Background: an optimization exercise with open tools, aiming at small area. Do not read the settings as production practice. Where RTL was checked, it was by simulation tests only, not by an equivalence proof against the original. Power and IR drop assume default switching activity.

==> flow/design.v (excerpt) <==
module regfile_scoreboard #(
    parameter int DATA_W   = 32,
    parameter int ADDR_W   = 5,
    parameter int NUM_RD   = 2,
    parameter int ZERO_REG = 1
) (
    input  logic                     clk,
    input  logic                     rst,
    input  logic [NUM_RD*ADDR_W-1:0] raddr,
    input  logic [NUM_RD-1:0]        ren,
    output logic [NUM_RD*DATA_W-1:0] rdata,
    output logic [NUM_RD-1:0]        rbusy,
    output logic                     stall,
    input  logic                     we,
    input  logic [ADDR_W-1:0]        waddr,
    input  logic [DATA_W-1:0]        wdata,
    input  logic                     set_en,
    input  logic [ADDR_W-1:0]        set_addr,
    input  logic                     flush,
    output logic [ADDR_W:0]          busy_cnt
);
clock: 7.0 ns
lec_check: 0
cap_margin: 20
core_margin: 2
core_utilization: 50
place_density: 0.62
setup_slack_margin: 0.2
slew_margin: 20
synth_hierarchical: 1
synth_minimum_keep_size: 0
standard.sh (not shown) runs the stock make flow with config.mk's settings and CLKGATE_MAP_FILE= SYNTH_SCRIPT=/design/flow/synth_recipe.tcl, a recipe that flattens the netlist after the stock synthesis.
==> flow/flow/run.sh <==
#!/bin/bash
# Layout flow: the standard ORFS flow (unchanged synthesis, floorplan, power
# grid, placement and routing), with settings changed through the stage
# variables ORFS reads from the environment:
#   - ports are buffered with a plain buffer instead of the default pick;
#   - clock tree synthesis uses small clock buffers on compact sink clusters and no dummy loads.
# All tool output goes to standard_flow.log here and to ORFS's own logs under orfs/logs/.
set -euo pipefail
export BUFFER_PORTS_ARGS="-buffer_cell sky130_fd_sc_hd__buf_1"
export CTS_ARGS="-sink_clustering_enable -repair_clock_nets -dont_use_dummy_load -sink_clustering_size 8 -sink_clustering_max_diameter 40 -buf_list sky130_fd_sc_hd__clkbuf_4"
bash standard.sh > standard_flow.log 2>&1
Rerun with:
Settings changed: SETUP_SLACK_MARGIN 0.2 to 0.35.
What happened: The new run completed with no timing, DRC or antenna violations. Cell count hardly moves. Non-clock buffer count does not change. Synthesized area does not change. Global-route usage is about the same.
Rerun with:
--- a/flow/flow/run.sh
+++ b/flow/flow/run.sh
@@ -9,3 +9,3 @@
 export BUFFER_PORTS_ARGS="-buffer_cell sky130_fd_sc_hd__buf_1"
-export CTS_ARGS="-sink_clustering_enable -repair_clock_nets -dont_use_dummy_load -sink_clustering_size 8 -sink_clustering_max_diameter 40 -buf_list sky130_fd_sc_hd__clkbuf_4"
+export CTS_ARGS="-sink_clustering_enable -repair_clock_nets -dont_use_dummy_load -sink_clustering_size 9 -sink_clustering_max_diameter 45 -buf_list sky130_fd_sc_hd__clkbuf_4"
 bash standard.sh > standard_flow.log 2>&1
Outcome: The changed run produced a clean layout; via count increases by about 0.54%; worst setup slack is worse by 0.0083 ns; register-to-register slack is better by 0.03 ns; sequential power barely changes; count of clock-buffer cells in the layout decreases by 16; core utilization barely changes.


Another version of the RTL of regfile_scoreboard (not shown whole).
Size in the first run: ~3,800 cells after synthesis, ~1,100 flip-flops, roughly 41,000 µm² of cells after synthesis.
==> flow/config.mk <==
export PLATFORM = sky130hd
export DESIGN_NAME = regfile_scoreboard
export DESIGN_NICKNAME = regfile_scoreboard
export VERILOG_FILES = /design/flow/design.v
export SDC_FILE = /design/flow/constraint.sdc
export NUM_CORES = 8
export LEC_CHECK = 0
export CAP_MARGIN = 20
export CORE_MARGIN = 2
export CORE_UTILIZATION = 50
export PLACE_DENSITY = 0.55
export SETUP_SLACK_MARGIN = 0.3
export SLEW_MARGIN = 20
export SYNTH_HIERARCHICAL = 1
export SYNTH_MINIMUM_KEEP_SIZE = 0
==> flow/constraint.sdc <==
create_clock -name core_clock -period 7.0 [get_ports {clk}]
set_input_delay 1.4000 -clock core_clock [delete_from_list [all_inputs] [get_ports {clk}]]
set_output_delay 1.4000 -clock core_clock [all_outputs]
set_load 0.01 [all_outputs]
==> flow/flow/run.sh <==
#!/bin/bash
# Layout flow: the standard ORFS flow (unchanged synthesis, floorplan, power
# grid, placement and routing), with settings changed through the stage
# variables ORFS reads from the environment:
#   - ports are buffered with a plain buffer instead of the default pick;
#   - clock tree synthesis uses larger sink clusters and no dummy loads.
# All tool output goes to standard_flow.log here and to ORFS's own logs under orfs/logs/.
set -euo pipefail
export BUFFER_PORTS_ARGS="-buffer_cell sky130_fd_sc_hd__buf_1"
export CTS_ARGS="-sink_clustering_enable -repair_clock_nets -dont_use_dummy_load -sink_clustering_size 25 -sink_clustering_max_diameter 70 -buf_list sky130_fd_sc_hd__clkbuf_16"
bash standard.sh > standard_flow.log 2>&1
The starting point passed the timing, DRC and antenna checks.
Next try:
==> flow/flow/run.sh (replaced) <==
#!/bin/bash
# Layout flow: the standard ORFS flow (unchanged synthesis, floorplan, power
# grid, placement and routing), with settings changed through the stage
# variables ORFS reads from the environment:
#   - ports are buffered with a plain buffer instead of the default pick;
#   - clock tree synthesis uses small clock buffers on compact sink clusters and no dummy loads.
# All tool output goes to standard_flow.log here and to ORFS's own logs under orfs/logs/.
set -euo pipefail
export BUFFER_PORTS_ARGS="-buffer_cell sky130_fd_sc_hd__buf_1"
export CTS_ARGS="-sink_clustering_enable -repair_clock_nets -dont_use_dummy_load -sink_clustering_size 9 -sink_clustering_max_diameter 45 -buf_list sky130_fd_sc_hd__clkbuf_4"
bash standard.sh > standard_flow.log 2>&1
- PLACE_DENSITY: 0.55 -> 0.62
- SETUP_SLACK_MARGIN: 0.3 -> unset
After rerunning:
- count of clock-buffer cells in the layout goes up by 90
- utilization goes down by 0.59 points
- combinational power stays flat
- synthesized cell count is unchanged
- fmax goes down by 2.4%
- wire length goes down by about 2.1%
- synthesized area does not change
- clock power goes down by 11%
Function was not checked in any run of this note: the RTL went through the layout flow alone.


== birch ==
Another version of the RTL of regfile_scoreboard (not shown whole).
For scale: roughly 42000 um2 of cells after synthesis.
## regfile_scoreboard
module regfile_scoreboard #(
    parameter int DATA_W   = 32,
    parameter int ADDR_W   = 5,
    parameter int NUM_RD   = 2,
    parameter int ZERO_REG = 1
) (
    input  logic                     clk,
    input  logic                     rst,
    input  logic [NUM_RD*ADDR_W-1:0] raddr,
    input  logic [NUM_RD-1:0]        ren,
    output logic [NUM_RD*DATA_W-1:0] rdata,
    output logic [NUM_RD-1:0]        rbusy,
    output logic                     stall,
    input  logic                     we,
    input  logic [ADDR_W-1:0]        waddr,
    input  logic [DATA_W-1:0]        wdata,
    input  logic                     set_en,
    input  logic [ADDR_W-1:0]        set_addr,
    input  logic                     flush,
    output logic [ADDR_W:0]          busy_cnt
);
    localparam int DEPTH = 32'd1 << ADDR_W;
    localparam int LO    = (ZERO_REG != 0) ? 1 : 0;
    localparam int NT    = DEPTH + 1 - LO;
    localparam int NG3   = NT / 3;
    localparam int REM   = NT % 3;
    localparam int NG    = NG3 + REM;
    logic [DATA_W-1:0] regs_q [DEPTH];
    logic [DATA_W-1:0] regs_d [DEPTH];
    logic [DEPTH-1:0]  valid_q;
    logic [DEPTH-1:0]  busy_q;
    logic [DEPTH-1:0]  wsel_s;
    logic [DEPTH-1:0]  wsel_n;
    logic [DEPTH-1:0]  ssel_s;
    always_comb begin
        wsel_s = '0;
        ssel_s = '0;
        for (int i = LO; i < DEPTH; i++) begin
            wsel_s[i] = we && (waddr == ADDR_W'(i));
            ssel_s[i] = set_en && (set_addr == ADDR_W'(i));
        end
        wsel_n = ~wsel_s;
    end
    for (genvar i = 0; i < DEPTH; i++) begin : g_word
        if (i < LO) begin : g_zero
            assign regs_q[i] = '0;
            assign regs_d[i] = '0;
  ...
export LEC_CHECK = 0
export CAP_MARGIN = 20
export CORE_MARGIN = 2
export CORE_UTILIZATION = 50
export PLACE_DENSITY = 0.62
export SLEW_MARGIN = 20
export SYNTH_HIERARCHICAL = 1
export SYNTH_MINIMUM_KEEP_SIZE = 0
create_clock -name core_clock -period 7.0 [get_ports {clk}]
==> flow/flow/run.sh <==
#!/bin/bash
# Layout flow: the standard ORFS flow (unchanged synthesis, floorplan, power
# grid, placement and routing), with two settings changed through the stage
# variables ORFS reads from the environment:
#   - ports are buffered with a plain buffer instead of the default pick;
#   - clock tree synthesis uses larger sink clusters and no dummy loads.
# All tool output goes to standard_flow.log here and to ORFS's own logs under orfs/logs/.
set -euo pipefail
export BUFFER_PORTS_ARGS="-buffer_cell sky130_fd_sc_hd__buf_1"
export CTS_ARGS="-sink_clustering_enable -repair_clock_nets -dont_use_dummy_load -sink_clustering_size 25 -sink_clustering_max_diameter 70 -buf_list sky130_fd_sc_hd__clkbuf_16"
bash standard.sh > standard_flow.log 2>&1
Changes in pine relative to birch:
- PLACE_DENSITY: 0.62 -> 0.6
- SETUP_SLACK_MARGIN: unset -> 0.15
==> flow/run.sh (new file) <==
#!/bin/bash
# synth_recipe.tcl (not shown) runs the flow's synth.tcl, then flattens the netlist and writes it again
# the make line also repeats each setting of config.mk as NAME=value (left out here)
make -C /OpenROAD-flow-scripts/flow DESIGN_CONFIG=/design/flow/config.mk WORK_HOME=/design/flow/orfs CLKGATE_MAP_FILE= SYNTH_SCRIPT=/design/flow/synth_recipe.tcl finish
removed: flow/flow/run.sh
removed: flow/standard.sh
Notes after the runs:
Going from birch to pine, number of antenna violations at the first check in global routing fell 10, sequential share of cell area decreased 3.7 points, critical path depth went up 1, detailed-route via count neither gained nor lost much, total power grew by 22%.
For the fraction of area in multi-input gates, pine came in 3.5 points lower than birch did.

## re-timing with driven ports
In the flow no input, the clock included, has a driving cell. The finished layouts below were timed again as built, in two steps.
Step 1: set_driving_cell puts a clkbuf_16 on clk and a buf_2 on each other input, an assumption about the parent block.
Step 2 moves the port delays by t, midway between the first and last clock arrival at a register: inputs arrive t later, outputs are due t later. That takes back most of the time a late clock gives input paths.
Slacks: ideal / step 1 / step 2; pairs: ideal / step 1.
run	t (ns)	setup slack, ns	worst setup path at the end	clock arrival spread, ns
the first run of note 1	1.109	0.188 / 0.155 / 0.155	input to output	0.136 / 0.136
the second run of note 1	1.111	0.235 / 0.200 / 0.200	input to output	0.122 / 0.122
the third run of note 1	1.081	0.227 / 0.173 / 0.173	input to output	0.117 / 0.117
the first run of note 2	0.730	0.265 / 0.191 / 0.191	input to output	0.116 / 0.116
the second run of note 2	1.152	0.099 / 0.021 / 0.021	input to output	0.142 / 0.142
birch	0.726	0.274 / 0.248 / 0.248	input to output	0.078 / 0.078
pine	0.772	0.195 / 0.175 / 0.175	input to output	0.031 / 0.031
After both steps every run listed still meets setup and hold. For the second run of note 2, which loses most, drivers alone change the setup slack by -0.078 ns; drivers and shift together by -0.078 ns.
